Optimization exercise on an open flow, not production practice.
RTL: at most simulated, not proved equivalent.
Function not checked: runs 6 and 8.
Power: default activity.

==> flow/design.v <==
package aud_dma_pkg;
    typedef enum logic [1:0] {
        ST_IDLE = 2'd0,
        ST_REQ  = 2'd1,
        ST_DATA = 2'd2
    } dma_state_t;
    localparam logic [2:0]  AXI_SIZE_64    = 3'd3;
    localparam logic [1:0]  AXI_BURST_INCR = 2'b01;
    localparam int unsigned BYTES_PER_BEAT = 8;
    function automatic logic [31:0] burst_bytes(input logic [4:0] beats);
        burst_bytes = {27'd0, beats} * BYTES_PER_BEAT;
    endfunction
endpackage
module aud_smp_gate #(
    parameter int              ID_W   = 4,
    parameter logic [ID_W-1:0] AXI_ID = 1
) (
    input  logic            rvalid,
    input  logic [ID_W-1:0] rid,
    input  logic            smp_ready,
    input  logic [1:0]      oc,
    output logic            smp_valid,
    output logic            rready
);
    assign smp_valid = rvalid & (oc != 2'd0) & (rid == AXI_ID);
    assign rready    = smp_ready & (oc != 2'd0);
endmodule
module audio_rd_dma #(
    parameter int              ID_W        = 4,
    parameter logic [ID_W-1:0] AXI_ID      = 1,
    parameter int              BURST_BEATS = 8,
    parameter int              FIFO_DEPTH  = 32
) (
    input  logic            gclk,
    input  logic            gresetn,
    input  logic            cfg_start,
    input  logic            cfg_stop,
    input  logic [31:0]     cfg_base,
    input  logic [15:0]     cfg_words,
    input  logic            cfg_loop,
    output logic            busy,
    output logic            done,
    output logic            err,
    output logic [ID_W-1:0] aid,
    output logic [31:0]     aaddr,
    output logic            avalid,
    output logic            awrite,
    output logic [3:0]      alen,
    output logic [2:0]      asize,
    output logic [1:0]      aburst,
    input  logic            aready,
    input  logic [ID_W-1:0] rid,
    input  logic [63:0]     rdata,
    input  logic            rlast,
    input  logic            rvalid,
    output logic            rready,
    output logic [63:0]     smp_data,
    output logic            smp_valid,
    input  logic            smp_ready
);
    localparam logic [1:0] MAX_OUT = 2'd3;
    logic [25:0] aaddr_r;      
    logic [12:0] whi_r;        
    logic [2:0]  llen_r;       
    logic [12:0] rem_r;        
    logic        full_s;       
    logic        lastq_r;      
    logic        loop_r;
    logic        busy_r, done_r, err_r, stop_r, avalid_r;
    logic        prd_r;        
    logic [1:0]  oc_r;         
    logic [2:0]  db_r;         
    logic        start_s, stop_now_s, acc_s, act_s, beat_s, id_ok_s;
    logic        last_burst_s, last_exp_s, cmp_s;
    logic        nat_end_s, stop_end_s, restart_s, adv_s;
    logic [12:0] addr_b_s;
    logic        addr_ci_s;
    logic [14:0] lo_sum_s;
    logic [12:0] hi_nxt_s;
    logic        hi_fix_r;     
    logic [12:0] rem_nxt_s;
    assign full_s     = (llen_r == 3'd7);
    assign start_s    = cfg_start & ~busy_r;
    assign stop_now_s = busy_r & (cfg_stop | stop_r);
    assign acc_s      = avalid_r & aready;
    assign act_s      = (oc_r != 2'd0);
    assign id_ok_s    = (rid == AXI_ID);
    assign beat_s     = rvalid & smp_ready & act_s;
    assign last_burst_s = prd_r & (oc_r == 2'd1);
    assign last_exp_s   = (db_r == 3'd7) | (last_burst_s & (db_r == llen_r));
    assign cmp_s        = beat_s & last_exp_s;
    assign nat_end_s  = cmp_s & last_burst_s & ~loop_r;
    assign stop_end_s = stop_now_s & ~avalid_r & (oc_r == 2'd0);
    assign restart_s  = busy_r & prd_r & loop_r & (oc_r == 2'd0);
    assign addr_b_s  = prd_r ? ~whi_r : 13'd0;
    assign addr_ci_s = prd_r ? full_s : 1'b1;
    assign lo_sum_s  = {1'b0, aaddr_r[12:0], 1'b1} + {1'b0, addr_b_s, addr_ci_s};
    assign hi_nxt_s  = hi_fix_r ? aaddr_r[25:13] - 13'd1 : aaddr_r[25:13] + 13'd1;
    assign rem_nxt_s = prd_r ? whi_r : rem_r - 13'd1;
    assign adv_s     = acc_s | restart_s;
    always_ff @(posedge gclk or negedge gresetn) begin
        if (!gresetn) begin
            busy_r   <= 1'b0;
            done_r   <= 1'b0;
            err_r    <= 1'b0;
            stop_r   <= 1'b0;
            avalid_r <= 1'b0;
            prd_r    <= 1'b0;
            oc_r     <= 2'd0;
            db_r     <= 3'd0;
            hi_fix_r <= 1'b0;
        end else begin
            hi_fix_r <= restart_s & ~lo_sum_s[14];
            case ({acc_s, cmp_s})
                2'b10:   oc_r <= oc_r + 2'd1;
                2'b01:   oc_r <= oc_r - 2'd1;
                default: oc_r <= oc_r;
            endcase
            stop_r <= ~start_s & (stop_r | cfg_stop);
            if (start_s) begin
                busy_r   <= (cfg_words != 16'd0);
                done_r   <= (cfg_words == 16'd0);
                err_r    <= 1'b0;
                avalid_r <= (cfg_words != 16'd0);
                prd_r    <= 1'b0;
            end else begin
                busy_r <= busy_r & ~nat_end_s & ~stop_end_s;
                done_r <= nat_end_s & ~stop_now_s;
                if (beat_s & (~id_ok_s | (rlast != last_exp_s))) begin
                    err_r <= 1'b1;
                end
                if (avalid_r) begin
                    avalid_r <= ~aready;
                end else begin
                    avalid_r <= busy_r & ~stop_now_s & ~prd_r & (oc_r != MAX_OUT);
                end
                if (acc_s & lastq_r) begin
                    prd_r <= 1'b1;
                end else if (restart_s) begin
                    prd_r <= 1'b0;
                end
            end
            if (beat_s) begin
                db_r <= last_exp_s ? 3'd0 : db_r + 3'd1;
            end
        end
    end
    always_ff @(posedge gclk) begin
        if (start_s) begin
            aaddr_r <= cfg_base[31:6];
            whi_r   <= cfg_words[15:3];
            llen_r  <= cfg_words[2:0] - 3'd1;
            rem_r   <= cfg_words[15:3];
            lastq_r <= (cfg_words[15:3] == {12'd0, (cfg_words[2:0] == 3'd0)});
            loop_r  <= cfg_loop;
        end else if (adv_s) begin
            aaddr_r[12:0] <= lo_sum_s[13:1];
            if (~prd_r & (&aaddr_r[12:0])) begin
                aaddr_r[25:13] <= hi_nxt_s;
            end
            rem_r   <= rem_nxt_s;
            lastq_r <= (rem_nxt_s == {12'd0, full_s});
        end else if (hi_fix_r) begin
            aaddr_r[25:13] <= hi_nxt_s;
        end
    end
    assign busy      = busy_r;
    assign done      = done_r;
    assign err       = err_r;
    assign aid       = AXI_ID;
    assign aaddr     = {aaddr_r, 6'd0};
    assign avalid    = avalid_r;
    assign awrite    = 1'b0;
    assign alen      = lastq_r ? {1'b0, llen_r} : 4'd7;
    assign asize     = aud_dma_pkg::AXI_SIZE_64;
    assign aburst    = aud_dma_pkg::AXI_BURST_INCR;
    assign smp_data  = rdata;
    aud_smp_gate u_gate (
        .rvalid    (rvalid),
        .rid       (rid),
        .smp_ready (smp_ready),
        .oc        (oc_r),
        .smp_valid (smp_valid),
        .rready    (rready)
    );
endmodule
==> flow/flow/run.sh <==
#!/bin/bash
# Layout with the standard.sh (ORFS), with these changes:
#  - synthesis runs flow/my_synth.tcl: synth_recipe.tcl's steps (same Yosys
#    synth -nofsm -noshare, flatten and renaming), except the ABC calls: the
#    design is mapped with flow/abc_map.script, and the small combinational
#    module aud_smp_gate (kept as its own module until the final flatten via
#    SYNTH_KEEP_MODULES) with flow/abc_gate.script; no adder map. Registers
#    are mapped exactly as in the standard synthesis;
#  - port buffers are buf_1, tie cells are not duplicated, CTS settings.
# Output goes to standard.log (ORFS keeps per-step logs under orfs/logs).
set -euo pipefail
export MY_ABC_SCRIPT=$PWD/flow/abc_map.script MY_GATE_SCRIPT=$PWD/flow/abc_gate.script
bash standard.sh SYNTH_SCRIPT=$PWD/flow/my_synth.tcl SYNTH_KEEP_MODULES=aud_smp_gate ADDER_MAP_FILE= SKIP_REPAIR_TIE_FANOUT=1 BUFFER_PORTS_ARGS="-buffer_cell sky130_fd_sc_hd__buf_1" CTS_ARGS="-sink_clustering_enable -repair_clock_nets -dont_use_dummy_load -buf_list sky130_fd_sc_hd__clkbuf_8" finish > standard.log 2>&1
==> flow/flow/abc_gate.script <==
strash; dch; map -D 50
==> flow/flow/abc_map.script <==
&get -n; &st; &dch; &nf -D 1500; &put
==> flow/flow/my_synth.tcl <==
proc synth {args} { yosys synth -nofsm -noshare {*}$args }
# ABC mapping: the design with flow/abc_map.script; the sample-path gating
# module (kept apart by SYNTH_KEEP_MODULES until the flatten below) with
# flow/abc_gate.script, a delay-driven mapping.
proc abc {args} {
  set i [lsearch -exact $args -script]
  set j [lsearch -exact $args -D]
  if {$j >= 0} { set args [lreplace $args $j [expr {$j+1}]] }
  set main [lreplace $args [expr {$i+1}] [expr {$i+1}] $::env(MY_ABC_SCRIPT)]
  set gate [lreplace $args [expr {$i+1}] [expr {$i+1}] $::env(MY_GATE_SCRIPT)]
  puts "MYABC main: $main"
  yosys abc {*}$main $::env(DESIGN_NAME)
  puts "MYABC gate: $gate"
  yosys abc {*}$gate aud_smp_gate
}
source $::env(SCRIPTS_DIR)/synth.tcl
# left out here: clear keep_hierarchy, flatten, clean up, hide names made inside functions, write 1_2_yosys.v
==> flow/standard.sh <==
#!/bin/bash
# synth_recipe.tcl (not shown) runs the flow's synth.tcl, then flattens the netlist and writes it again
# the make line also repeats each setting of config.mk as NAME=value (left out here)
make -C /OpenROAD-flow-scripts/flow DESIGN_CONFIG=/design/flow/config.mk WORK_HOME=/design/flow/orfs CLKGATE_MAP_FILE= SYNTH_SCRIPT=/design/flow/synth_recipe.tcl "${@:-finish}"
==> flow/config.mk <==
export PLATFORM = sky130hd
export DESIGN_NAME = audio_rd_dma
export DESIGN_NICKNAME = audio_rd_dma
export VERILOG_FILES = /design/flow/design.v
export SDC_FILE = /design/flow/constraint.sdc
export NUM_CORES = 4
export LEC_CHECK = 0
export CAP_MARGIN = 20
export CORE_MARGIN = 2
export CORE_UTILIZATION = 60
export SETUP_SLACK_MARGIN = 3.0
export SLEW_MARGIN = 20
==> flow/constraint.sdc <==
create_clock -name core_clock -period 5.5 [get_ports {gclk}]
set_input_delay 1.1000 -clock core_clock [delete_from_list [all_inputs] [get_ports {gclk}]]
set_output_delay 1.1000 -clock core_clock [all_outputs]
set_load 0.01 [all_outputs]
==> results of run 1 <==
-- sequential cells by signal, indices dropped and copies added (netlist names), 2 cells and up --
register / flops
aaddr_r: 26
db_r: 3
llen_r: 3
oc_r: 2
rem_r: 13
whi_r: 13
-- power by group through the flow --
stage,Combinational (mW),Sequential [mW],Clock [mW]
global placement,1.26,1.12,0
global route,1.54,1.15,0.343
floorplan,1.01,1.10,0
finish,1.37,1.12,0.321
detailed placement,1.29,1.12,0
CTS,1.32,1.12,0.324
-- Yosys stat by module (local to each module, per instance) --
module | cells | area (um^2)
audio_rd_dma | 512 | 4787
aud_smp_gate | 6 | 28.78
-- cells by family after synthesis --
kind of cell / Yosys count
flip-flops: 69
AND/OR/NAND/NOR: 169
AO/OA/AOI/OAI: 120
adder cells (fa/ha/maj): 5
XOR/XNOR: 66
buffers and inverters: 86
multiplexers: 1
other: 2
-- worst max path at each step --
stage	start	end
6_report	rid[3]	smp_valid
5_1_grt	rid[3]	smp_valid
4_1_cts	rid[3]	smp_valid
3_5_place_dp	cfg_start	rem_r[4]
3_3_place_gp	cfg_start	aaddr_r[4]
2_1_floorplan	rid[3]	smp_valid
-- synth_stat cells, types with 2 or more instances --
master / number / share of area, %
nand4_1: 7 / 0.91
o31ai_1: 5 / 0.78
nor3b_1: 2 / 0.31
a31oi_1: 7 / 0.91
conb_1: 2 / 0.16
and2_0: 2 / 0.26
edfxtp_1: 57 / 36
nor2_1: 58 / 4.5
nand3b_1: 2 / 0.31
o21ai_0: 41 / 4.3
or3_1: 3 / 0.39
a21o_1: 5 / 0.78
nand2_1: 43 / 3.4
maj3_1: 5 / 1.0
nand3_1: 7 / 0.73
a211oi_1: 2 / 0.31
xnor2_1: 44 / 8.0
or4_1: 4 / 0.62
o21a_1: 6 / 0.94
xor2_1: 22 / 4.0
or2_0: 4 / 0.52
buf_4: 81 / 13
o41ai_1: 4 / 0.73
and3_1: 3 / 0.39
and3b_1: 3 / 0.55
a21oi_1: 39 / 4.1
dfrtp_1: 12 / 6.2
nor4_1: 5 / 0.65
nand2b_1: 7 / 0.91
nor3_1: 6 / 0.62
clkinv_1: 5 / 0.39
nor2b_1: 11 / 1.4
-- cell type report --
class | count | area [um^2] | area share, %
clock buffer | 9 | 123.9 | 2.499
inverter | 5 | 31.28 | 0.6310
multi-input combinational | 365 | 2300 | 46.39
sequential | 69 | 2019 | 40.74
tap | 102 | 127.6 | 2.574
timing repair buffer | 91 | 355.3 | 7.168
-- critical path: stages --
cell and delay (ns):
buf_1 0.08, nor2_1 0.09, nand3_1 0.08, nor2_2 0.08, buf_2 0.13
-- layer usage --
layer  wire length (um)  global-route usage, %
met3               1111                  6.849
met1               4941                  34.86
met4                318                  10.51
met2               5610                  43.94
met5                  0                  1.923
-- what timing repair did --
action / CTS / global route
setup endpoints to repair: 61 / 18
setup buffers: 0 / 2
resized for setup: 12 / 15
hold buffers: 0 / 0
hold endpoints to repair: 0 / 0
gates cloned: 1 / 1
pin swaps: 0 / 1
==> run_results.csv, run 1 <==
group,metric,value,unit
setup_path,r2r.worst_path.cells,8,
setup_path,crit_type,"in2out",
grt,grtUsageTotal,27.11,%
die,placementRows,32,
pwr,vdd_drop_max,0.3156,mV
final_layout,num_antenna_cells,0,
setup_path,cp_data_required_time,4.40,ns
pwr,switching_share,43.59,%
synth,synthSimpleGateAreaFrac,16.86,%
synth,synth-edff-count,57,
setup_path,cp-end-kind,"output pin",
clocking,clkTransAtPathRegs,0.08,ns
final_layout,most-common-layout-cells,"buf_1 (87), nor2_1 (57), edfxtp_1 (57)",
sta,fin_ws,2.831,ns
grt,grt_pass1_wl,18.27,mm
run_status,status,"no timing/DRC/antenna violations",
detailed_routing,wire_per_inst,18.69,um
final_layout,drive_above_1_share,6.679,%
synth,syn_inst,518,
sta,setup_violations,0,
pwr,p_leak,1.673,nW
detailed_routing,via_per_inst,5.924,
final_layout,n_fill_cell,705,
sta,rsz0062_at_grt,"yes",
place,hpwlAfterDp,8.459,mm
place,port_buffers,89,
clocking,cts.sinks,69,
pwr,clkPwrFrac,11.4,%
sta,hold_violations,0,
sta,hold_slack,0.5066,ns
synth,synth_top_family_by_area,"simple AND/OR/NAND/NOR gates",
pwr,pwr-share-seq,39.8,%
synth,ys_seq_elements,69,
pwr,finalPower,2.811,mW
clocking,worstSkewPairLatency,0.35,ns
synth,synth_compound_area_share,14.91,%
worst_hold_path,min_delay_worst_endpoint,"err_r",
pwr,internal_power,1.586,mW
final_layout,final_util,63.82,%
sta,worst_slew_pin_slew,0.7558,ns
grt,first_global_vias,3665,
final_layout,layout_commonest_cell,"buf_1",
detailed_routing,vias,3797,
setup_path,reg2reg_slack,2.92,ns
grt,grt_antenna_before_repair,0,
sta,finalMaxSlewViolations,0,
worst_hold_path,hp-class,"reg2reg",
sta,max_freq,374.7,MHz
final_layout,stdcell_area,0.004957,mm^2
detailed_routing,drc_errors,0,
synth,synth_fp_nets,643,
synth,async_flop_share,17.39,%
setup_path,cp_max_fo,2,
clocking,cts_buffers,9,
sta,fin_skew,0.02414,ns
pwr,power_density,567.1,mW/mm^2
place,gp_congestion,0.8503,
pwr,p_sw,1.225,mW
grt,grt_start_max_net_pins,45,
grt,grt-ovfl-total,0,
setup_path,startpoint_type,"input port",
sta,fin_crit_sh,48.52,%
die,io_pins,241,
detailed_routing,drtIter0Drc,210,
synth,synthMuxAreaShare,0.2338,%
clocking,cts_tree,"done",
place,place_inst,628,
sta,finalSetupTns,0,ns
final_layout,area_growth,2.936,%
place,pre_cts_slack,2.440,ns
die,die_y,93.59,um
die,die-area,0.008759,mm^2
die,initial_core_util,62.00,%
final_layout,nets,666,
synth,yosysWarnings,1,
clocking,htreeDepth,3,
worst_hold_path,min-delay-start,"err_r",
sta,max-slew-margin-rel,49.61,%
synth,syn_avg_cell_area,9.297,um^2
synth,ys_types,46,
detailed_routing,first_pass_iters,4,
clocking,clock_tree.buffer_depth,2,
synth,ys.flop_type,"edfxtp_1",
synth,syn_area,0.004816,mm^2
detailed_routing,antenna_left,0,
pwr,p_comb_share,48.7,%
synth,synthXorXnorAreaFrac,12.00,%
die,die_x,93.59,um
setup_path,worst_r2r_endpoint,"aaddr_r[10]",
die,core_area,0.007767,mm^2
clocking,cts-root-buf,"clkbuf_8",
synth,synth_seq_area_share,41.78,%
detailed_routing,routed_wl,11.98,mm
synth,synth_adder_area_share,1.039,%
worst_hold_path,hold_depth,2,
setup_path,worstReg2RegStart,"prd_r",
job,cap_violations,0,
place,placed_area,0.004698,mm^2
sta,min_period,2.669,ns
final_layout,final_cells,641,
setup_path,worstPathArrival,1.57,ns
Testbench counts, summed over its fixed seeds: cycles 12,335, items 9,450.
==> run 2: changes to the inputs <==
--- a/flow/config.mk
+++ b/flow/config.mk
@@ -10,3 +10,3 @@
 export CORE_UTILIZATION = 60
-export SETUP_SLACK_MARGIN = 3.0
+export SETUP_SLACK_MARGIN = 2.7
 export SLEW_MARGIN = 20
==> run_results.csv, run 2 <==
group,metric,value,unit
run_status,status,"no timing/DRC/antenna violations",
synth,netlist.area_leader.share,35.54,%
sta,fin_ws,2.819,ns
setup_path,crit_type,"in2out",
setup_path,worstReg2RegStart,"prd_r",
sta,setup_violations,0,
final_layout,area_growth,0.1560,%
grt,grt-ovfl-total,0,
clocking,htreeDepth,3,
clocking,clock_tree.buffer_depth,2,
final_layout,reg_top3,"aaddr_r: 26 flops, rem_r: 13 flops, whi_r: 13 flops",
synth,synth_seq_area_share,41.78,%
sta,fin_skew,0.02452,ns
place,pre_cts_slack,2.287,ns
clocking,cts_tree,"done",
setup_path,worstPathArrival,1.58,ns
detailed_routing,drtIter0Drc,198,
place,placed_area,0.004687,mm^2
sta,finalSetupTns,0,ns
clocking,hold_buffers,0,
sta,worst_slew_pin_slew,0.7485,ns
clocking,cts-root-buf,"clkbuf_8",
final_layout,layout_commonest_cell,"buf_1",
clocking,clkTransAtPathRegs,0.08,ns
grt,grtUsageTotal,26.82,%
synth,yosys-top-cells-area,"edfxtp_1 (36%), buf_4 (13%), xnor2_1 (8.0%)",
pwr,p_leak,1.629,nW
synth,async_flop_share,17.39,%
die,die-area,0.008759,mm^2
detailed_routing,via_per_inst,5.893,
synth,synth_area_leader_cell,"edfxtp_1",
grt,first_global_vias,3671,
detailed_routing,wire_per_inst,18.18,um
synth,synth_most_common_cell,"buf_4",
synth,synthTopCellsByCount,"buf_4 (81), nor2_1 (58), edfxtp_1 (57)",
final_layout,nets,663,
die,die_y,93.59,um
synth,syn_area,0.004816,mm^2
sta,hold_slack,0.4969,ns
grt,grt-busiest-layer,"met2",
clocking,cts_setup_buffers,0,
synth,synth_fp_nets,643,
worst_hold_path,hold_depth,2,
sta,max_freq,373.0,MHz
detailed_routing,drc_errors,0,
sta,hold_violations,0,
clocking,worstSkewPairLatency,0.34,ns
die,die_x,93.59,um
pwr,vdd_drop_max,0.2248,mV
final_layout,most-common-layout-cells,"buf_1 (89), nor2_1 (58), edfxtp_1 (57)",
setup_path,cp_max_fo,2,
die,core_area,0.007767,mm^2
sta,finalMaxSlewViolations,0,
die,initial_core_util,62.00,%
detailed_routing,antenna_left,0,
final_layout,final_util,62.10,%
setup_path,worst_r2r_endpoint,"aaddr_r[12]",
grt,grt_pass1_wl,18.27,mm
setup_path,critPathCapture,"smp_valid",
pwr,power_density,568.8,mW/mm^2
final_layout,largest_register_ff_count,26,
final_layout,num_antenna_cells,0,
final_layout,drive_above_1_share,2.985,%
sta,rsz0062_at_grt,"no",
worst_hold_path,hp-class,"reg2reg",
sta,max-slew-margin-rel,50.04,%
setup_path,crit_start,"rid[3]",
synth,yosysWarnings,1,
synth,syn_inst,518,
grt,grt_use_met2,44.48,%
grt,grt_util_met3,5.721,%
synth,syn_avg_cell_area,9.297,um^2
sta,min_period,2.681,ns
synth,ys_types,46,
setup_path,r2r.worst_path.cells,7,
final_layout,regMostFlops,"aaddr_r",
die,placementRows,32,
place,gp_congestion,0.8671,
grt,grt_antenna_before_repair,0,
place,port_buffers,89,
setup_path,startpoint_type,"input port",
setup_path,cp_data_required_time,4.40,ns
clocking,cts.sinks,69,
setup_path,reg2reg_slack,2.87,ns
grt,met1_usage,35.35,%
synth,ys_seq_elements,69,
die,io_pins,241,
detailed_routing,routed_wl,11.60,mm
sta,fin_crit_sh,48.75,%
detailed_routing,vias,3760,
synth,synth-edff-count,57,
grt,grt_start_max_net_pins,45,
place,hpwlAfterDp,8.434,mm
detailed_routing,first_pass_iters,5,
clocking,cts_buffers,9,
job,cap_violations,0,
final_layout,stdcell_area,0.004823,mm^2
synth,ys.flop_type,"edfxtp_1",
setup_path,cp-end-kind,"output pin",
-- run 2: cell counts after synthesis --
No cell type changed its count.
-- run 2: layer usage --
layer	up-vias	routed length, um	part of all wire [%]
met1	1741	4875	42
met3	32	902	7.8
met2	178	5583	48
met5	-	0	0
li1	1809	-	-
met4	0	240	2.1
-- run 2: layout make-up --
| cell class | instances | area, um^2 |
|---|---|---|
| fillers | 701 | 2944 |
| multi-input cells | 364 | 2200 |
| flip-flops and latches | 69 | 2014 |
| repair buffers | 89 | 334.1 |
| well taps | 102 | 127.6 |
| clock buffers | 9 | 123.9 |
| inverters | 5 | 23.77 |
-- run 2: modules after synthesis (local to each module, per instance) --
module,copies in the design,cells
audio_rd_dma,1,512
aud_smp_gate,1,6
-- run 2: timing repair --
action	4_1_cts	5_1_grt
gates cloned	1	0
setup endpoints to repair	19	16
resized for setup	1	2
endpoints found under the hold margin	0	0
-- run 2: through the flow --
stage	total power, mW	cells
after floorplan	2.108	518
after global placement	2.381	628
after detailed placement	2.420	628
after CTS	2.748	638
after global routing	2.971	638
final	2.744	638
-- run 2: critical path, stage by stage --
cell and delay (ns):
buf_1 0.08, nor2_1 0.09, nand3_1 0.07, nor2_1 0.08, buf_1 0.15
-- run 2: report_power, final --
group	leakage [nW]	internal [mW]	total (mW)	switching, mW
Clock	0.0647	0.146	0.315	0.169
Combinational	0.889	0.527	1.31	0.779
Sequential	0.675	0.879	1.12	0.244
Total	1.63	1.55	2.74	1.19
-- run 2: worst min path at each step --
stage | start | to | slack (ns)
after global routing | err_r | err_r | 0.55
after detailed placement | err_r | err_r | 0.49
after CTS | err_r | err_r | 0.51
final | err_r | err_r | 0.50
after global placement | err_r | err_r | 0.48
after floorplan | stop_r | stop_r | 0.48
-- run 2: kinds of logic (layout without fill, tap and decap cells) --
group / after synthesis / after routing / synth area share (%)
AOI/OAI and AO/OA: 120 / 120 / 14.91
xor gates and xnor gates: 66 / 66 / 12.00
adders and majority gates: 5 / 5 / 1.039
buffers and inverters: 86 / 103 / 13.02
DFF: 69 / 69 / 41.78
muxes: 1 / 1 / 0.2338
other: 2 / 2 / 0.1559
and+or+nand+nor: 169 / 170 / 16.86
==> run 3: changes to the inputs <==
--- a/flow/config.mk
+++ b/flow/config.mk
@@ -9,4 +9,4 @@
 export CORE_MARGIN = 2
-export CORE_UTILIZATION = 60
-export SETUP_SLACK_MARGIN = 2.7
+export CORE_UTILIZATION = 50
+export SETUP_SLACK_MARGIN = 2.8
 export SLEW_MARGIN = 20
==> run_results.csv, run 3 <==
group,metric,value,unit
sta,rsz0062_at_grt,"yes",
setup_path,startpoint_type,"input port",
sta,finalMaxSlewViolations,0,
sta,fin_skew,0.02354,ns
setup_path,cp_data_required_time,4.40,ns
die,die_x,102.1,um
final_layout,seq_area,0.002019,mm^2
sta,worst_slew_pin_slew,0.7607,ns
clocking,htreeDepth,3,
detailed_routing,vias,3713,
synth,syn_inst,518,
die,initial_core_util,51.87,%
clocking,cts.sinks,69,
setup_path,cp_slowest_cell,"buf_2",
synth,ys_types,46,
detailed_routing,wire_per_inst,17.44,um
clocking,cts_setup_buffers,0,
synth,synth_fp_nets,643,
detailed_routing,routed.top_layer,"met4",
synth,synth_most_common_cell,"buf_4",
clocking,hold_buffers,0,
final_layout,largest_register_ff_count,26,
die,die-area,0.01043,mm^2
detailed_routing,drtIter0Drc,161,
detailed_routing,met2_wirelength,5.542,mm
die,core_area,0.009284,mm^2
final_layout,stdcell_area,0.004908,mm^2
final_layout,n_fill_cell,910,
synth,synth_area_leader_cell,"edfxtp_1",
final_layout,regMostFlops,"aaddr_r",
detailed_routing,dr_wl_met3,882,um
sta,finalSetupTns,0,ns
sta,fin_crit_sh,48.94,%
sta,setup_violations,0,
grt,grt-ovfl-total,0,
grt,grt_antenna_before_repair,0,
synth,synth-edff-count,57,
die,placementRows,35,
final_layout,most-common-layout-cells,"buf_1 (86), nor2_1 (57), edfxtp_1 (57)",
synth,yosysWarnings,1,
synth,syn_area,0.004816,mm^2
setup_path,cp-end-kind,"output pin",
pwr,vdd_drop_max,0.2080,mV
job,cap_violations,0,
synth,yosys-top-cells-area,"edfxtp_1 (36%), buf_4 (13%), xnor2_1 (8.0%)",
detailed_routing,antenna_left,0,
setup_path,crit_chain,"buf_8, nor2_4, nand3_2, nor2_1, buf_2",
clocking,clock_tree.buffer_depth,2,
synth,synth_seq_area_share,41.78,%
synth,syn_avg_cell_area,9.297,um^2
clocking,cts_buffers,9,
setup_path,cp_max_fo,2,
detailed_routing,drt-met1-wl,4.877,mm
grt,first_global_vias,3584,
final_layout,reg_top3,"aaddr_r: 26 flops, rem_r: 13 flops, whi_r: 13 flops",
place,port_buffers,89,
final_layout,num_antenna_cells,0,
final_layout,drive_above_1_share,4.478,%
pwr,power_density,561.6,mW/mm^2
sta,max_freq,371.5,MHz
setup_path,max_stage_delay,0.13,ns
synth,ys.flop_type,"edfxtp_1",
final_layout,multi_input_area,0.002232,mm^2
final_layout,nets,663,
grt,grt_pass1_wl,17.70,mm
worst_hold_path,hp-class,"reg2reg",
detailed_routing,routed_wl,11.60,mm
die,io_pins,241,
detailed_routing,drc_errors,0,
place,placed_area,0.004721,mm^2
die,die_y,102.1,um
grt,grtUsageTotal,22.04,%
run_status,status,"no timing/DRC/antenna violations",
synth,synthTopCellsByCount,"buf_4 (81), nor2_1 (58), edfxtp_1 (57)",
setup_path,crit_type,"in2out",
synth,ys_seq_elements,69,
clocking,cts-root-buf,"clkbuf_8",
clocking,cts_tree,"done",
sta,hold_violations,0,
detailed_routing,via_per_inst,5.583,
pwr,finalPower,2.756,mW
sta,min_period,2.691,ns
synth,netlist.area_leader.share,35.54,%
sta,max-slew-margin-rel,49.23,%
pwr,p_leak,1.650,nW
place,gp_congestion,0.8636,
clocking,clkTransAtPathRegs,0.08,ns
detailed_routing,first_pass_iters,5,
synth,async_flop_share,17.39,%
final_layout,area_growth,1.923,%
clocking,worstSkewPairLatency,0.35,ns
grt,grt_start_max_net_pins,45,
final_layout,layout_commonest_cell,"buf_1",
place,hpwlAfterDp,8.443,mm
setup_path,worstPathArrival,1.59,ns
## run 3: worst paths after layout
| check | from | endpoint | slack, ns | cells past startpoint |
|---|---|---|---|---|
| worst max-delay path | rid[2] | smp_valid | 2.81 | 5 |
| worst min-delay path | err_r | err_r | 0.50 | 2 |
| worst max register to register | prd_r | aaddr_r[10] | 2.97 | 7 |
| worst min register to register | err_r | err_r | 0.50 | 2 |
| max in group asynchronous | gresetn | hi_fix_r | 4.22 | 1 |
| min in group asynchronous | gresetn | stop_r | 0.76 | 1 |
## run 3: final cells by class
type                            instances  area share [%]
Sequential cell                        69           41.14
Clock buffer                            9           2.524
Timing Repair Buffer                   89           7.086
Tap cell                              129           3.288
Multi-Input combinational cell        364           45.48
Inverter                                5          0.4843
## run 3: logic make-up (layout without fill, tap and decap cells)
kind of cell | Yosys count | count (layout) | share of synthesized area, %
other cells | 2 | 2 | 0.1559
fa+ha+maj | 5 | 5 | 1.039
xor+xnor | 66 | 66 | 12.00
flops | 69 | 69 | 41.78
mux | 1 | 1 | 0.2338
buf+inv | 86 | 103 | 13.02
compound gates | 120 | 120 | 14.91
simple gates | 169 | 170 | 16.86
## run 3: report_power, final
group / internal, mW / switching [mW] / total (mW)
combinational: 0.536 / 0.778 / 1.31
sequential: 0.881 / 0.245 / 1.13
clock: 0.146 / 0.171 / 0.317
total: 1.56 / 1.19 / 2.76
## run 3: critical path, delay by kind of cell
family,cells,cell delay (ns)
simple gates,3,0.26
buf+inv,2,0.23
## run 3: per-module statistics from Yosys (local to each module, per instance)
module,copies in the design,flip-flops and latches,cells
audio_rd_dma,1,69,512
aud_smp_gate,1,0,6
## run 3: what timing repair did
item	in CTS	in global routing
endpoints found under the setup margin	42	22
resized for setup	2	17
pin swaps	0	3
hold endpoints to repair	0	0
gates cloned	1	0
## run 3: per-layer routing
layer / vias up / global-route usage (%)
met4: 0 / 8.205
li1: 1810 / -
met3: 39 / 4.720
met1: 1719 / 28.22
met5: - / 0
met2: 145 / 36.84
## run 3: metrics by stage
step	util, %	setup slack (ns)	instances	hold slack, ns
finish	52.87	2.809	665	0.4962
global route	52.87	2.757	665	0.5323
CTS	52.30	2.802	665	0.5033
detailed placement	50.85	2.279	655	0.4836
global placement	50.85	2.277	655	0.4846
floorplan	-	2.899	518	0.4775
==> run 4: changes to the inputs <==
==> flow/flow/abc_map.script (replaced) <==
strash; dch; map -a; topo
--- a/flow/config.mk
+++ b/flow/config.mk
@@ -9,3 +9,3 @@
 export CORE_MARGIN = 2
-export CORE_UTILIZATION = 50
+export CORE_UTILIZATION = 60
 export SETUP_SLACK_MARGIN = 2.8
==> run_results.csv, run 4 <==
group,metric,value,unit
setup_path,crit_type,"reg2reg",
detailed_routing,routed_wl,12.00,mm
sta,hold_violations,0,
final_layout,regMostFlops,"aaddr_r",
setup_path,crit_start,"rem_r[1]",
detailed_routing,first_pass_iters,5,
synth,yosys-top-cells-area,"edfxtp_1 (35%), buf_4 (13%), nand2_1 (8.7%)",
detailed_routing,vias,4234,
setup_path,reg2reg_slack,2.60,ns
synth,synth_seq_area_share,41.52,%
detailed_routing,drt-met1-wl,5.026,mm
die,die_y,93.87,um
setup_path,cp_data_required_time,5.56,ns
detailed_routing,routed.top_layer,"met4",
detailed_routing,dr_wl_met3,816,um
synth,synth_most_common_cell,"nand2_1",
die,io_pins,241,
detailed_routing,drtIter0Drc,267,
synth,ys_types,29,
grt,grt_pass1_wl,17.96,mm
synth,netlist.area_leader.share,35.32,%
final_layout,num_antenna_cells,0,
clocking,cts-root-buf,"clkbuf_8",
synth,syn_area,0.004846,mm^2
clocking,clkTransAtPathRegs,0.06,ns
grt,grt_antenna_before_repair,0,
setup_path,worst_r2r_endpoint,"lastq_r",
grt,grtUsageTotal,26.07,%
setup_path,cp-end-kind,"register",
synth,ys_seq_elements,69,
pwr,p_leak,1.967,nW
setup_path,critPathCapture,"lastq_r",
final_layout,nets,789,
sta,max_freq,345.2,MHz
detailed_routing,wire_per_inst,15.71,um
synth,ys.flop_type,"edfxtp_1",
clocking,clock_tree.buffer_depth,2,
final_layout,reg_top3,"aaddr_r: 26 flops, rem_r: 13 flops, whi_r: 13 flops",
detailed_routing,via_per_inst,5.542,
synth,async_flop_share,17.39,%
detailed_routing,antenna_left,0,
setup_path,worstPathArrival,2.96,ns
sta,min_period,2.897,ns
synth,synthTopCellsByCount,"nand2_1 (112), nor2_1 (98), buf_4 (81)",
setup_path,worstReg2RegStart,"rem_r[1]",
die,die-area,0.008812,mm^2
pwr,power_density,534.9,mW/mm^2
sta,finalMaxSlewViolations,0,
grt,grt-ovfl-total,0,
synth,yosysWarnings,1,
clocking,htreeDepth,3,
final_layout,area_growth,10.43,%
sta,max-slew-margin-rel,56.55,%
detailed_routing,met2_wirelength,5.872,mm
sta,worst_slew_pin_slew,0.6517,ns
synth,synth-edff-count,57,
final_layout,layout_commonest_cell,"nand2_1",
detailed_routing,drc_errors,0,
final_layout,drive_above_1_share,15.56,%
synth,syn_avg_cell_area,7.854,um^2
setup_path,startpoint_type,"register",
sta,fin_crit_sh,52.67,%
die,die_x,93.87,um
final_layout,largest_register_ff_count,26,
sta,finalSetupTns,0,ns
clocking,cts_tree,"done",
die,placementRows,32,
synth,synth_area_leader_cell,"edfxtp_1",
place,hpwlAfterDp,8.332,mm
sta,fin_skew,0.02610,ns
job,cap_violations,0,
clocking,cts.sinks,69,
pwr,vdd_drop_max,0.2345,mV
grt,first_global_vias,3809,
grt,grt_start_max_net_pins,85,
run_status,status,"no timing/DRC/antenna violations",
synth,synth_fp_nets,742,
synth,syn_inst,617,
final_layout,most-common-layout-cells,"nand2_1 (106), buf_1 (88), nor2_1 (80)",
die,core_area,0.007767,mm^2
sta,rsz0062_at_grt,"yes",
setup_path,r2r.worst_path.cells,25,
final_layout,final_util,68.90,%
die,initial_core_util,62.39,%
worst_hold_path,hp-class,"reg2reg",
place,gp_congestion,0.8581,
sta,setup_violations,0,
clocking,cts_buffers,9,
place,port_buffers,89,
clocking,worstSkewPairLatency,0.35,ns
setup_path,cp_max_fo,3,
==> run 4: cell count changes after synthesis, sizes merged, moves of 5 or more <==
cell | previous run | this run
clkinv | 5 | 80
nand2 | 43 | 112
nor2 | 58 | 98
xnor2 | 44 | 6
a21oi | 39 | 21
nor2b | 11 | 0
nand2b | 7 | 0
a21o | 5 | 0
maj3 | 5 | 0
nand3 | 7 | 12
==> run 4: modules after synthesis, one instance, submodules excluded <==
module,times used,cell area (um^2),flops+latches,cells inside
aud_smp_gate,1,28.78,0,6
audio_rd_dma,1,4817,69,611
==> run 4: cell families (layout without fill, tap and decap cells) <==
| family | Yosys count | count (layout) | share of synthesized area, % |
|---|---|---|---|
| other cells | 2 | 2 | 0.1550 |
| compound gates | 103 | 103 | 12.94 |
| buf+inv | 161 | 206 | 18.75 |
| flops | 69 | 69 | 41.52 |
| xor+xnor | 32 | 32 | 5.784 |
| simple gates | 250 | 250 | 20.86 |
==> run 4: area by class of cell <==
| type | count | area [um^2] |
|---|---|---|
| Inverter | 80 | 360.3 |
| Timing Repair inverter | 1 | 8.758 |
| Fill cell | 675 | 2416 |
| Tap cell | 102 | 127.6 |
| Multi-Input combinational cell | 387 | 2176 |
| Timing Repair Buffer | 116 | 538.0 |
| Clock buffer | 9 | 123.9 |
| Sequential cell | 69 | 2017 |
==> run 4: report_power, final <==
group	switching [mW]	internal, mW	leakage, nW	total (mW)
registers	0.191	0.874	0.677	1.06
logic	0.950	0.528	1.23	1.48
clock network	0.174	0.146	0.0647	0.320
==> run 4: layer usage <==
metal  vias up  track usage (%)
met5         -                0
li1       2073                -
met3        45            5.377
met4         0            8.937
met1      1924            34.00
met2       192            43.27
==> run 4: how the worst min path moves through the flow <==
stage / startpoint / endpoint / slack (ns) / depth (start not counted)
floorplan: stop_r / stop_r / 0.48 / 2
global placement: err_r / err_r / 0.47 / 1
detailed placement: err_r / err_r / 0.48 / 1
CTS: err_r / err_r / 0.49 / 1
global route: err_r / err_r / 0.53 / 1
finish: err_r / err_r / 0.49 / 1
==> run 4: timing repair <==
| item | in CTS | in global routing |
|---|---|---|
| hold buffers | 0 | 0 |
| endpoints found under the setup margin | 46 | 43 |
| buffers inserted | 13 | 13 |
| cloned | 0 | 1 |
| pin swaps | 4 | 17 |
| gates resized for setup | 31 | 50 |
==> run 4: critical path: stages, from the launching register on <==
cell and delay (ns):
edfxtp_1 0.41, nor2_2 0.14, clkinv_2 0.08, nor2_4 0.11
inv_4 0.05, nor2_4 0.11, inv_4 0.05, nor2_4 0.10
inv_4 0.05, nor2_4 0.10, inv_4 0.05, nor2_4 0.12
inv_4 0.05, nor2_4 0.07, clkinv_2 0.07, nor2_2 0.09
clkinv_2 0.07, nor2_2 0.09, clkinv_2 0.08, nor2_4 0.10
inv_4 0.05, nor2_4 0.09, xor2_1 0.20, o21ai_2 0.09
nand4_1 0.14, o41ai_2 0.08
==> run 4: stage by stage <==
stage               area (um^2)  hold slack [ns]  cells  total power [mW]  setup slack, ns
global placement           4738           0.4744    728             2.238            2.053
global route               5351           0.5329    764             3.087            2.400
CTS                        5049           0.4935    750             2.664            2.533
finish                     5351           0.4907    764             2.863            2.603
detailed placement         4738           0.4785    728             2.277            2.014
floorplan                  4877           0.4805    617             1.982            2.552
==> run 5: changes to the inputs <==
==> flow/flow/abc_map.script (replaced) <==
&get -n; &st; &dch; &nf -R 1000; &put
==> run_results.csv, run 5 <==
group,metric,value,unit
run_status,status,"no timing/DRC/antenna violations",
sta,max_freq,373.8,MHz
job,cap_violations,0,
final_layout,final_util,64.14,%
grt,grt_pass1_wl,17.58,mm
sta,finalSetupTns,0,ns
setup_path,crit_family,"simple AND/OR/NAND/NOR gates",
sta,setup_violations,0,
clocking,cts.sinks,69,
synth,yosysWarnings,1,
grt,grtUsageTotal,26.38,%
setup_path,worst_r2r_endpoint,"lastq_r",
worst_hold_path,min-delay-start,"err_r",
setup_path,crit_chain,"buf_8, nor2_4, nand3_2, nor2_2, buf_2",
synth,synth_area_leader_cell,"edfxtp_1",
grt,grt_start_max_net_pins,46,
setup_path,reg2reg_slack,2.92,ns
sta,worst_slew_pin_slew,0.7609,ns
clocking,cts_tree,"done",
sta,min_period,2.675,ns
final_layout,nets,676,
sta,fin_skew,0.02435,ns
synth,synth_most_common_cell,"buf_4",
clocking,clock_tree.buffer_depth,2,
setup_path,startpoint_type,"input port",
final_layout,num_antenna_cells,0,
setup_path,critPathBufInv,2,
final_layout,n_fill_cell,706,
die,core_area,0.007647,mm^2
clocking,htreeDepth,3,
setup_path,r2r.worst_path.cells,10,
clocking,cts_buffers,9,
pwr,p_leak,1.685,nW
final_layout,area_growth,4.561,%
sta,max-slew-margin-rel,49.22,%
pwr,finalPower,2.745,mW
synth,netlist.area_leader.share,36.49,%
setup_path,crit_type,"in2out",
synth,synth_fp_nets,646,
final_layout,stdcell_area,0.004905,mm^2
die,placementRows,32,
die,die-area,0.008541,mm^2
synth,ys.flop_type,"edfxtp_1",
final_layout,drive_above_1_share,8.743,%
setup_path,cp-end-kind,"output pin",
sta,fin_crit_sh,48.64,%
detailed_routing,routed_wl,11.19,mm
clocking,clkTransAtPathRegs,0.07,ns
synth,synthTopCellsByCount,"buf_4 (81), nor2_1 (66), edfxtp_1 (57)",
die,die_y,92.42,um
synth,syn_inst,521,
pwr,vdd_drop_max,0.2992,mV
worst_hold_path,min_delay_worst_endpoint,"err_r",
worst_hold_path,hp-class,"reg2reg",
place,placed_area,0.004569,mm^2
grt,first_global_vias,3564,
sta,hold_violations,0,
detailed_routing,drtIter0Drc,178,
setup_path,max_stage_delay,0.13,ns
grt,grt_antenna_before_repair,0,
place,hpwlAfterDp,7.747,mm
setup_path,worstReg2RegStart,"rem_r[1]",
synth,syn_avg_cell_area,9.003,um^2
die,initial_core_util,61.34,%
sta,finalMaxSlewViolations,0,
detailed_routing,wire_per_inst,17.19,um
place,gp_congestion,0.8151,
clocking,worstSkewPairLatency,0.34,ns
clocking,cts-root-buf,"clkbuf_8",
detailed_routing,antenna_left,0,
synth,synth_seq_area_share,42.89,%
final_layout,regMostFlops,"aaddr_r",
detailed_routing,drc_errors,0,
detailed_routing,vias,3790,
final_layout,multi_input_area,0.002187,mm^2
pwr,power_density,559.6,mW/mm^2
synth,syn_area,0.004691,mm^2
clocking,hold_buffers,0,
synth,ys_types,37,
final_layout,largest_register_ff_count,26,
detailed_routing,via_per_inst,5.822,
grt,grt-ovfl-total,0,
die,io_pins,241,
worst_hold_path,hold_depth,2,
synth,synth-edff-count,57,
setup_path,cp_data_required_time,4.40,ns
final_layout,layout_commonest_cell,"buf_1",
synth,ys_seq_elements,69,
setup_path,cp_slowest_cell,"buf_2",
setup_path,cp_max_fo,2,
setup_path,worstPathArrival,1.58,ns
final_layout,reg_top3,"aaddr_r: 26 flops, rem_r: 13 flops, whi_r: 13 flops",
detailed_routing,first_pass_iters,5,
synth,yosys-top-cells-area,"edfxtp_1 (36%), buf_4 (13%), xnor2_1 (7.5%)",
place,port_buffers,89,
die,die_x,92.42,um
final_layout,most-common-layout-cells,"buf_1 (86), nor2_1 (62), edfxtp_1 (57)",
sta,rsz0062_at_grt,"yes",
final_layout,seq_area,0.002017,mm^2
synth,async_flop_share,17.39,%
## run 5: cell count changes after synthesis, sizes merged, moves of 8 or more
cell,delta
a21oi,+34
nand2,-60
clkinv,-76
xnor2,+34
nor2,-32
nor2b,+14
a31oi,-8
## run 5: area by class of cell
| cell class | instances | share of cell area (%) |
|---|---|---|
| clock buffer | 9 | 2.526 |
| inverter | 4 | 0.5612 |
| multi-input combinational | 369 | 44.59 |
| sequential | 69 | 41.12 |
| tap | 102 | 2.602 |
| timing repair buffer | 98 | 8.597 |
## run 5: report_power, final
| part | switching [mW] | internal (mW) |
|---|---|---|
| combinational | 0.778 | 0.536 |
| sequential | 0.230 | 0.884 |
| clock | 0.171 | 0.146 |
## run 5: per-module statistics from Yosys, one instance, submodules excluded
| module | copies in the design | cells inside | flip-flops and latches |
|---|---|---|---|
| audio_rd_dma | 1 | 515 | 69 |
| aud_smp_gate | 1 | 6 | 0 |
## run 5: tightest hold or removal path: cells and delay by family, from the launching register on
kind,cells,cell delay [ns]
compound gates,1,0.04
flops,1,0.34
simple gates,1,0.08
## run 5: layer usage
layer,up-vias,routed length [um],share of wire [%],track usage (%)
met2,167,5149,46,41.12
met1,1790,4863,43,35.63
met4,0,160,1.4,8.209
met3,24,1017,9.1,7.811
li1,1809,-,-,-
met5,-,0,0,0
## run 5: cells by family after synthesis
kind of cell    count (synthesis)  synth area share, %
simple gates                  180                17.52
compound gates                123                14.54
buf+inv                        85                13.28
flops                          69                42.89
xor+xnor                       61                11.39
other cells                     2               0.1601
fa+ha+maj                       1               0.2134
## run 5: timing repair
item,in CTS,in global routing
setup endpoints to repair,28,7
buffers inserted,5,3
pin swaps,2,7
cloned,1,1
resized for setup,12,29
## run 5: how the worst max path moves through the flow
stage | start | cells past startpoint | end
final | rid[2] | 5 | smp_valid
after global routing | rid[2] | 5 | smp_valid
after floorplan | rem_r[1] | 10 | lastq_r
after global placement | cfg_start | 8 | lastq_r
after CTS | prd_r | 11 | aaddr_r[11]
after detailed placement | cfg_start | 8 | lastq_r
## run 5: stage by stage
step | std cells | setup WS, ns | hold slack, ns
after floorplan | 521 | 2.805 | 0.4779
after global placement | 632 | 2.257 | 0.4862
after detailed placement | 632 | 2.232 | 0.4846
after CTS | 647 | 2.801 | 0.5156
after global routing | 651 | 2.763 | 0.5535
final | 651 | 2.825 | 0.5044
==> run 6: changes to the inputs <==
--- a/flow/design.v
+++ b/flow/design.v
@@ -94,7 +94,7 @@
     assign restart_s  = busy_r & prd_r & loop_r & (oc_r == 2'd0);
-    assign addr_b_s  = prd_r ? ~whi_r : 13'd0;
-    assign addr_ci_s = prd_r ? full_s : 1'b1;
+    assign addr_b_s = 13'd0;
+    assign addr_ci_s = 1'b1;
     assign lo_sum_s  = {1'b0, aaddr_r[12:0], 1'b1} + {1'b0, addr_b_s, addr_ci_s};
     assign hi_nxt_s  = hi_fix_r ? aaddr_r[25:13] - 13'd1 : aaddr_r[25:13] + 13'd1;
-    assign rem_nxt_s = prd_r ? whi_r : rem_r - 13'd1;
+    assign rem_nxt_s = rem_r - 13'd1;
     assign adv_s     = acc_s | restart_s;
==> flow/flow/abc_map.script (replaced) <==
&get -n; &st; &dch; &nf -D 1500; &put
==> run_results.csv, run 6 <==
group,metric,value,unit
synth,ys_seq_elements,56,
setup_path,max_stage_delay,0.14,ns
die,core_area,0.006314,mm^2
detailed_routing,wire_per_inst,17.09,um
clocking,clock_tree.buffer_depth,2,
setup_path,worstReg2RegStart,"hi_fix_r",
detailed_routing,via_per_inst,5.967,
final_layout,final_cells,515,
clocking,cts-root-buf,"clkbuf_8",
place,place_inst,510,
pwr,power_density,549.4,mW/mm^2
synth,ys_types,39,
final_layout,regMostFlops,"aaddr_r",
place,hpwlAfterDp,6.539,mm
sta,max-slew-margin-rel,52.99,%
grt,grt_pass1_wl,13.91,mm
synth,synth_seq_area_share,41.43,%
die,initial_core_util,61.99,%
worst_hold_path,min_delay_worst_endpoint,"err_r",
setup_path,crit_family,"simple AND/OR/NAND/NOR gates",
setup_path,cp_data_required_time,4.40,ns
place,gp_congestion,0.9124,
sta,min_period,2.702,ns
synth,syn_inst,425,
clocking,hold_buffers,0,
sta,fin_crit_sh,49.13,%
worst_hold_path,min-delay-start,"err_r",
final_layout,nets,565,
die,die-area,0.007185,mm^2
sta,rsz0062_at_grt,"yes",
grt,grt_util_met3,5.211,%
final_layout,num_antenna_cells,0,
sta,max_freq,370.1,MHz
pwr,finalPower,2.110,mW
detailed_routing,vias,3073,
sta,hold_violations,0,
sta,finalSetupTns,0,ns
synth,synthMuxAreaShare,0.5754,%
sta,finalMaxSlewViolations,0,
synth,synth_most_common_cell,"buf_4",
detailed_routing,drtIter0Drc,158,
die,die_x,84.77,um
setup_path,cp_max_fo,2,
synth,synthSimpleGateAreaFrac,17.20,%
synth,yosysWarnings,1,
die,die_y,84.77,um
setup_path,cp_common_cell,"nor2_1",
pwr,switching_share,44.02,%
synth,synth_area_leader_cell,"edfxtp_1",
pwr,vdd_drop_max,0.2813,mV
setup_path,path_depth,5,
final_layout,seq_area,0.001623,mm^2
setup_path,crit_type,"in2out",
grt,met1_usage,32.21,%
run_status,status,"no timing/DRC/antenna violations",
pwr,clkPwrFrac,10.3,%
synth,synthXorXnorAreaFrac,8.951,%
final_layout,drive_above_1_share,2.511,%
synth,yosys-top-cells-area,"edfxtp_1 (34%), buf_4 (16%), dfrtp_1 (7.7%)",
setup_path,r2r.worst_path.cells,5,
pwr,pwr-share-seq,48.8,%
sta,setup_violations,0,
setup_path,worstPathArrival,1.60,ns
clocking,clkTransAtPathRegs,0.12,ns
setup_path,cp-end-kind,"output pin",
final_layout,n_fill_cell,604,
synth,synth_adder_area_share,0.2558,%
final_layout,reg_top3,"aaddr_r: 26 flops, rem_r: 13 flops",
final_layout,multi_input_area,0.001675,mm^2
sta,worst_slew_pin_slew,0.7052,ns
clocking,cts_buffers,5,
worst_hold_path,hp-class,"reg2reg",
synth,netlist.area_leader.share,33.76,%
synth,syn_area,0.003914,mm^2
detailed_routing,first_pass_iters,4,
grt,grt_start_max_net_pins,46,
grt,grt-busiest-layer,"met2",
synth,async_flop_share,21.43,%
detailed_routing,drc_errors,0,
setup_path,cp_slowest_cell,"buf_2",
pwr,p_leak,1.289,nW
synth,synthTopCellsByCount,"buf_4 (81), edfxtp_1 (44), nor2_1 (43)",
synth,synth_compound_area_share,15.09,%
synth,synth-edff-count,44,
setup_path,crit_chain,"buf_1, nor2_1, nand3_1, nor2_1, buf_2",
setup_path,startpoint_type,"input port",
place,pre_cts_slack,2.460,ns
sta,hold_slack,0.5148,ns
place,port_buffers,89,
grt,grt-ovfl-total,0,
grt,grtUsageTotal,24.21,%
pwr,p_comb_share,40.9,%
clocking,cts.sinks,56,
die,io_pins,241,
final_layout,largest_register_ff_count,26,
pwr,internal_power,1.181,mW
final_layout,area_growth,-1.854,%
detailed_routing,routed_wl,8.800,mm
final_layout,most-common-layout-cells,"buf_1 (88), edfxtp_1 (44), nor2_1 (43)",
synth,synth_top_family_by_area,"simple AND/OR/NAND/NOR gates",
setup_path,worst_r2r_endpoint,"aaddr_r[19]",
pwr,p_sw,0.9288,mW
grt,grt_antenna_before_repair,0,
grt,first_global_vias,2775,
job,cap_violations,0,
clocking,worstSkewPairLatency,0.32,ns
final_layout,layout_commonest_cell,"buf_1",
sta,fin_skew,0.02986,ns
synth,syn_avg_cell_area,9.209,um^2
setup_path,crit_start,"rid[2]",
grt,grt_use_met2,39.16,%
synth,synth_fp_nets,550,
clocking,cts_tree,"done",
clocking,htreeDepth,2,
sta,fin_ws,2.798,ns
detailed_routing,antenna_left,0,
synth,ys.flop_type,"edfxtp_1",
worst_hold_path,hold_depth,2,
setup_path,critPathBufInv,2,
die,placementRows,29,
setup_path,reg2reg_slack,3.14,ns
[run 6: cell types whose count changed after synthesis, moves of 7 or more]
cell	change
a31oi_1	+11
xnor2_1	-26
edfxtp_1	-13
o21ai_0	-16
nand4_1	+7
nor4_1	+8
nor2_1	-23
nor2b_1	-14
nand2_1	-13
a21oi_1	-34
[run 6: cell families after synthesis]
logic type / Yosys count
buffers and inverters: 89
muxes: 2
other: 2
AOI/OAI and AO/OA: 94
adders and majority gates: 1
xor gates and xnor gates: 40
DFF: 56
and+or+nand+nor: 141
[run 6: final cells by class]
class                   instances  area share (%)
clock buffers                   5           1.792
inverters                       8           1.107
multi-input cells             280           43.62
flip-flops and latches         56           42.25
well taps                      77           2.508
repair buffers                 89           8.730
[run 6: worst max-delay path by stage]
| stage | end | slack [ns] |
|---|---|---|
| after floorplan | oc_r[1] | 2.96 |
| after global placement | aaddr_r[22] | 2.49 |
| after detailed placement | aaddr_r[22] | 2.46 |
| after CTS | aaddr_r[22] | 2.80 |
| after global routing | smp_valid | 2.71 |
| final | smp_valid | 2.80 |
[run 6: power by group through the flow]
stage                     logic (mW)  registers [mW]  clock network (mW)
after detailed placement       0.866            1.03                   0
after global routing           0.974            1.07               0.235
final                          0.864            1.03               0.216
after global placement         0.851            1.03                   0
after CTS                      0.872            1.02               0.219
after floorplan                0.640            1.02                   0
[run 6: worst reg2reg max path: stages (launching register included)]
cell and delay [ns]:
dfrtp_2 0.62, maj3_1 0.48, a31oi_1 0.37, o21ai_0 0.18, xor2_1 0.18, mux2_1 0.30
[run 6: per-layer routing]
layer | up-vias | wire [um]
met2 | 137 | 4243
met1 | 1426 | 3769
met4 | 0 | 221
li1 | 1484 | -
met5 | - | 0
met3 | 26 | 565
[run 6: Yosys stat by module, one instance, submodules excluded]
module / cells inside / times used / flops+latches / area [um^2]
audio_rd_dma: 419 / 1 / 56 / 3885
aud_smp_gate: 6 / 1 / 0 / 28.78
[run 6: what timing repair did]
item	in CTS	in global routing
pin swaps	1	2
gates resized for setup	2	3
setup buffers	0	0
setup endpoints to repair	11	21
[run 6: per-stage QoR]
stage	util, %	area, um^2
2_1_floorplan	-	3939
3_3_place_gp	59.57	3761
3_5_place_dp	59.57	3761
4_1_cts	60.80	3839
5_1_grt	60.84	3841
6_report	60.84	3841
==> run 7: changes to the inputs <==
--- a/flow/design.v
+++ b/flow/design.v
@@ -94,7 +94,7 @@
     assign restart_s  = busy_r & prd_r & loop_r & (oc_r == 2'd0);
-    assign addr_b_s = 13'd0;
-    assign addr_ci_s = 1'b1;
+    assign addr_b_s  = prd_r ? ~whi_r : 13'd0;
+    assign addr_ci_s = prd_r ? full_s : 1'b1;
     assign lo_sum_s  = {1'b0, aaddr_r[12:0], 1'b1} + {1'b0, addr_b_s, addr_ci_s};
     assign hi_nxt_s  = hi_fix_r ? aaddr_r[25:13] - 13'd1 : aaddr_r[25:13] + 13'd1;
-    assign rem_nxt_s = rem_r - 13'd1;
+    assign rem_nxt_s = prd_r ? whi_r : rem_r - 13'd1;
     assign adv_s     = acc_s | restart_s;
==> run_results.csv, run 7 <==
group,metric,value,unit
final_layout,num_antenna_cells,0,
setup_path,cp_max_fo,2,
die,placementRows,32,
synth,syn_area,0.004816,mm^2
die,die-area,0.008759,mm^2
place,hpwlAfterDp,8.434,mm
detailed_routing,antenna_left,0,
synth,synthXorXnorAreaFrac,12.00,%
final_layout,area_growth,0.4417,%
clocking,cts_tree,"done",
synth,ys_types,46,
synth,yosysWarnings,1,
clocking,worstSkewPairLatency,0.34,ns
synth,ys.flop_type,"edfxtp_1",
die,initial_core_util,62.00,%
pwr,power_density,568.0,mW/mm^2
final_layout,seq_area,0.002017,mm^2
synth,netlist.area_leader.share,35.54,%
synth,synth_adder_area_share,1.039,%
worst_hold_path,hp-class,"reg2reg",
grt,first_global_vias,3671,
die,die_x,93.59,um
grt,grt_start_max_net_pins,45,
place,port_buffers,89,
clocking,cts-root-buf,"clkbuf_8",
synth,syn_avg_cell_area,9.297,um^2
synth,synth_fp_nets,643,
sta,setup_violations,0,
pwr,p_leak,1.633,nW
clocking,hold_buffers,0,
clocking,htreeDepth,3,
grt,grtUsageTotal,26.82,%
sta,min_period,2.658,ns
setup_path,crit_type,"in2out",
synth,synthTopCellsByCount,"buf_4 (81), nor2_1 (58), edfxtp_1 (57)",
sta,fin_skew,0.02511,ns
detailed_routing,drtIter0Drc,188,
synth,synthMuxAreaShare,0.2338,%
detailed_routing,first_pass_iters,6,
sta,rsz0062_at_grt,"yes",
place,gp_congestion,0.8671,
final_layout,drive_above_1_share,3.545,%
clocking,clkTransAtPathRegs,0.08,ns
final_layout,n_fill_cell,698,
synth,synth_top_family_by_area,"simple AND/OR/NAND/NOR gates",
clocking,cts.sinks,69,
grt,grt_antenna_before_repair,0,
detailed_routing,drc_errors,0,
final_layout,largest_register_ff_count,26,
run_status,status,"no timing/DRC/antenna violations",
setup_path,cp_data_required_time,4.40,ns
final_layout,multi_input_area,0.002210,mm^2
sta,worst_slew_pin_slew,0.7473,ns
place,pre_cts_slack,2.287,ns
sta,finalSetupTns,0,ns
setup_path,startpoint_type,"input port",
synth,synth_compound_area_share,14.91,%
die,io_pins,241,
detailed_routing,via_per_inst,5.892,
sta,max-slew-margin-rel,50.12,%
final_layout,nets,663,
final_layout,reg_top3,"aaddr_r: 26 flops, rem_r: 13 flops, whi_r: 13 flops",
sta,max_freq,376.2,MHz
synth,syn_inst,518,
synth,ys_seq_elements,69,
die,core_area,0.007767,mm^2
detailed_routing,wire_per_inst,18.19,um
clocking,cts_buffers,9,
synth,synth_most_common_cell,"buf_4",
final_layout,layout_commonest_cell,"buf_1",
synth,yosys-top-cells-area,"edfxtp_1 (36%), buf_4 (13%), xnor2_1 (8.0%)",
detailed_routing,routed_wl,11.60,mm
sta,finalMaxSlewViolations,0,
synth,synth_seq_area_share,41.78,%
pwr,vdd_drop_max,0.2257,mV
synth,synth-edff-count,57,
job,cap_violations,0,
clocking,clock_tree.buffer_depth,2,
sta,fin_crit_sh,48.34,%
grt,grt_pass1_wl,18.27,mm
sta,fin_ws,2.842,ns
detailed_routing,vias,3759,
synth,async_flop_share,17.39,%
final_layout,most-common-layout-cells,"buf_1 (88), nor2_1 (58), edfxtp_1 (57)",
synth,synthSimpleGateAreaFrac,16.86,%
grt,grt-ovfl-total,0,
setup_path,worstPathArrival,1.56,ns
setup_path,cp-end-kind,"output pin",
sta,hold_violations,0,
synth,synth_area_leader_cell,"edfxtp_1",
clocking,cts_setup_buffers,0,
die,die_y,93.59,um
final_layout,regMostFlops,"aaddr_r",
run 7: cell type report:
class	count	share of cell area [%]
well taps	102	2.638
repair buffers	89	6.932
multi-input cells	364	45.68
clock buffers	9	2.561
flip-flops and latches	69	41.70
inverters	5	0.4915
run 7: logic make-up (layout without fill, tap and decap cells):
group                    count (synthesis)  in the layout
AO/OA/AOI/OAI                          120            120
XOR/XNOR                                66             66
adder cells (fa/ha/maj)                  5              5
buffers and inverters                   86            103
flip-flops                              69             69
multiplexers                             1              1
other                                    2              2
AND/OR/NAND/NOR                        169            170
run 7: metrics by stage:
stage	area [um^2]	hold slack, ns	instances	total power [mW]	utilization [%]
after detailed placement	4687	0.4870	628	2.420	60.34
after CTS	4823	0.5058	638	2.748	62.10
after global placement	4687	0.4804	628	2.381	60.34
after floorplan	4833	0.4775	518	2.108	-
after global routing	4837	0.5525	638	2.976	62.27
final	4837	0.4994	638	2.747	62.27
run 7: modules after synthesis (local to each module, per instance):
module / copies in the design / flops+latches
aud_smp_gate: 1 / 0
audio_rd_dma: 1 / 69
run 7: routing by layer:
layer / part of all wire (%) / up-vias / global-route usage (%)
met5: 0 / - / 0
met4: 2.1 / 0 / 8.333
met3: 8.2 / 32 / 5.721
met2: 48 / 179 / 44.48
met1: 42 / 1736 / 35.35
li1: - / 1812 / -
run 7: what timing repair did:
item	CTS	global route
cloned	1	0
hold endpoints to repair	0	0
gates resized for setup	3	5
endpoints found under the setup margin	23	7
run 7: critical path, cell delays in order:
cell and delay (ns):
buf_1 0.08, nor2_1 0.09, nand3_1 0.07, nor2_1 0.08, clkbuf_2 0.13
run 7: power by group:
| group | internal [mW] | switching, mW | leakage [nW] | total [mW] |
|---|---|---|---|---|
| combinational | 0.529 | 0.779 | 0.893 | 1.31 |
| sequential | 0.881 | 0.246 | 0.675 | 1.13 |
| clock | 0.146 | 0.168 | 0.0647 | 0.314 |
run 7: final timing paths:
check | endpoint | depth (start not counted) | startpoint | slack [ns]
worst min register to register | err_r | 2 | err_r | 0.50
max in group asynchronous | prd_r | 1 | gresetn | 4.19
worst max-delay path | smp_valid | 5 | rid[3] | 2.84
worst max register to register | aaddr_r[12] | 7 | prd_r | 2.96
min in group asynchronous | busy_r | 1 | gresetn | 0.77
worst min-delay path | err_r | 2 | err_r | 0.50
Testbench counts of run 7, summed over its fixed seeds: cycles 12,335, items 9,450.
==> run 8: changes to the inputs <==
--- a/flow/design.v
+++ b/flow/design.v
@@ -80,2 +80,3 @@
     logic        hi_fix_r;     
+    logic        ld_r;         
     logic [12:0] rem_nxt_s;
@@ -93,3 +94,3 @@
     assign stop_end_s = stop_now_s & ~avalid_r & (oc_r == 2'd0);
-    assign restart_s  = busy_r & prd_r & loop_r & (oc_r == 2'd0);
+    assign restart_s  = busy_r & prd_r & loop_r & ~ld_r & (oc_r == 2'd0);
     assign addr_b_s  = prd_r ? ~whi_r : 13'd0;
@@ -111,3 +112,5 @@
             hi_fix_r <= 1'b0;
+            ld_r     <= 1'b0;
         end else begin
+            ld_r     <= start_s & (cfg_words != 16'd0);
             hi_fix_r <= restart_s & ~lo_sum_s[14];
@@ -123,4 +126,4 @@
                 err_r    <= 1'b0;
-                avalid_r <= (cfg_words != 16'd0);
-                prd_r    <= 1'b0;
+                    avalid_r <= 1'b0;
+                prd_r    <= 1'b1;
             end else begin
@@ -133,2 +136,4 @@
                     avalid_r <= ~aready;
+                end else if (ld_r) begin
+                    avalid_r <= ~stop_now_s;
                 end else begin
@@ -138,3 +143,3 @@
                     prd_r <= 1'b1;
-                end else if (restart_s) begin
+                end else if (restart_s | ld_r) begin
                     prd_r <= 1'b0;
@@ -152,4 +157,2 @@
             llen_r  <= cfg_words[2:0] - 3'd1;
-            rem_r   <= cfg_words[15:3];
-            lastq_r <= (cfg_words[15:3] == {12'd0, (cfg_words[2:0] == 3'd0)});
             loop_r  <= cfg_loop;
@@ -160,6 +163,8 @@
             end
+        end else if (hi_fix_r) begin
+            aaddr_r[25:13] <= hi_nxt_s;
+        end
+        if (adv_s | ld_r) begin
             rem_r   <= rem_nxt_s;
             lastq_r <= (rem_nxt_s == {12'd0, full_s});
-        end else if (hi_fix_r) begin
-            aaddr_r[25:13] <= hi_nxt_s;
         end
==> run_results.csv, run 8 <==
group,metric,value,unit
run_status,status,"no timing/DRC/antenna violations",
worst_hold_path,hold_depth,2,
synth,synth_area_leader_cell,"edfxtp_1",
setup_path,max_stage_delay,0.13,ns
final_layout,area_growth,1.523,%
sta,max-slew-margin-rel,48.57,%
setup_path,startpoint_type,"input port",
clocking,cts.sinks,70,
detailed_routing,via_per_inst,5.888,
worst_hold_path,min_delay_worst_endpoint,"err_r",
detailed_routing,antenna_left,0,
synth,synthTopCellsByCount,"buf_4 (81), nor2_1 (59), edfxtp_1 (57)",
final_layout,layout_commonest_cell,"buf_1",
sta,rsz0062_at_grt,"yes",
clocking,cts_buffers,9,
setup_path,crit_family,"simple AND/OR/NAND/NOR gates",
die,core_area,0.007727,mm^2
die,die_y,93.13,um
synth,yosys-top-cells-area,"edfxtp_1 (36%), buf_4 (13%), xnor2_1 (7.9%)",
detailed_routing,first_pass_iters,4,
final_layout,reg_top3,"aaddr_r: 26 flops, rem_r: 13 flops, whi_r: 13 flops",
setup_path,critPathBufInv,2,
synth,ys.flop_type,"edfxtp_1",
setup_path,cp_data_required_time,4.40,ns
place,gp_congestion,0.9251,
setup_path,worstPathArrival,1.62,ns
setup_path,worst_r2r_endpoint,"aaddr_r[9]",
clocking,cts_setup_buffers,0,
final_layout,seq_area,0.002042,mm^2
synth,yosysWarnings,1,
die,io_pins,241,
setup_path,crit_type,"in2out",
final_layout,num_antenna_cells,0,
setup_path,cp_max_fo,2,
die,die_x,93.13,um
detailed_routing,routed_wl,11.54,mm
detailed_routing,vias,3674,
grt,grt_pass1_wl,17.04,mm
place,pre_cts_slack,2.217,ns
clocking,cts-root-buf,"clkbuf_8",
clocking,cts_tree,"done",
grt,first_global_vias,3481,
detailed_routing,wire_per_inst,18.50,um
synth,synth_most_common_cell,"buf_4",
grt,grt-ovfl-total,0,
synth,ys_seq_elements,70,
synth,synth_fp_nets,630,
pwr,vdd_drop_max,0.2623,mV
clocking,hold_buffers,0,
sta,worst_slew_pin_slew,0.7714,ns
detailed_routing,drc_errors,0,
sta,finalSetupTns,0,ns
detailed_routing,drtIter0Drc,178,
job,cap_violations,0,
pwr,power_density,646.4,mW/mm^2
synth,syn_avg_cell_area,9.437,um^2
clocking,clkTransAtPathRegs,0.07,ns
place,port_buffers,89,
synth,syn_inst,505,
final_layout,nets,649,
clocking,clock_tree.buffer_depth,2,
final_layout,largest_register_ff_count,26,
clocking,htreeDepth,3,
grt,grt_antenna_before_repair,0,
sta,hold_violations,0,
final_layout,multi_input_area,0.002163,mm^2
clocking,worstSkewPairLatency,0.34,ns
setup_path,worstReg2RegStart,"prd_r",
die,initial_core_util,61.67,%
setup_path,r2r.worst_path.cells,7,
sta,min_period,2.721,ns
run 8: kinds of logic after synthesis:
logic type	after synthesis	share of synthesized area (%)
xor+xnor	68	12.50
buf+inv	88	13.31
fa+ha+maj	6	1.260
other cells	2	0.1576
mux	1	0.2100
compound gates	106	13.34
simple gates	164	16.49
flops	70	42.74
run 8: repair_timing:
action,4_1_cts,5_1_grt
gates resized for setup,7,19
pin swaps,0,3
endpoints found under the setup margin,24,8
run 8: worst max-delay path by stage:
stage | from | endpoint | slack (ns) | cells after the start
after CTS | prd_r | aaddr_r[12] | 2.81 | 7
final | rid[2] | smp_valid | 2.78 | 5
after floorplan | cfg_start | aaddr_r[13] | 2.85 | 4
after global placement | cfg_start | aaddr_r[19] | 2.25 | 5
after global routing | prd_r | aaddr_r[9] | 2.69 | 7
after detailed placement | cfg_start | aaddr_r[19] | 2.22 | 5
run 8: metal layers:
metal  track usage [%]  part of all wire [%]  up-vias  routed length (um)
li1                  -                     -     1752                   -
met1             32.31                    42     1673                4832
met2             38.89                    44      196                5135
met3             7.897                   9.4       53                1082
met4             14.58                   4.3        0                 492
met5                 0                     0        -                   0
run 8: Yosys stat by module, one instance, submodules excluded:
module        cell area [um^2]  cells  flip-flops and latches
audio_rd_dma              4737    499                      70
aud_smp_gate             28.78      6                       0
run 8: stage by stage:
| stage | cells | utilization, % | hold slack (ns) | instance area [um^2] | power [mW] |
|---|---|---|---|---|---|
| after floorplan | 505 | - | 0.4663 | 4778 | 2.376 |
| after global placement | 615 | 59.94 | 0.4922 | 4632 | 2.726 |
| after detailed placement | 615 | 59.94 | 0.5147 | 4632 | 2.755 |
| after CTS | 624 | 61.80 | 0.5273 | 4776 | 3.093 |
| after global routing | 624 | 62.61 | 0.5659 | 4838 | 3.351 |
| final | 624 | 62.61 | 0.5239 | 4838 | 3.127 |
run 8: power breakdown:
part | leakage, nW | internal (mW) | total [mW] | switching (mW)
clock network | 0.0647 | 0.146 | 0.321 | 0.175
registers | 0.690 | 0.938 | 1.24 | 0.305
logic | 0.873 | 0.631 | 1.56 | 0.932
total | 1.63 | 1.71 | 3.13 | 1.41
run 8: worst register-to-register path, delay by kind of cell (launching register included):
family	cells	cell delay, ns
xor+xnor	2	0.58
simple gates	2	0.41
flops	1	0.60
compound gates	3	0.77
run 8: layout make-up:
class / instances / share of cell area (%)
Clock buffer: 9 / 2.560
Multi-Input combinational cell: 347 / 44.71
Tap cell: 102 / 2.638
Inverter: 7 / 0.6465
Timing Repair Buffer: 89 / 7.241
Sequential cell: 70 / 42.20
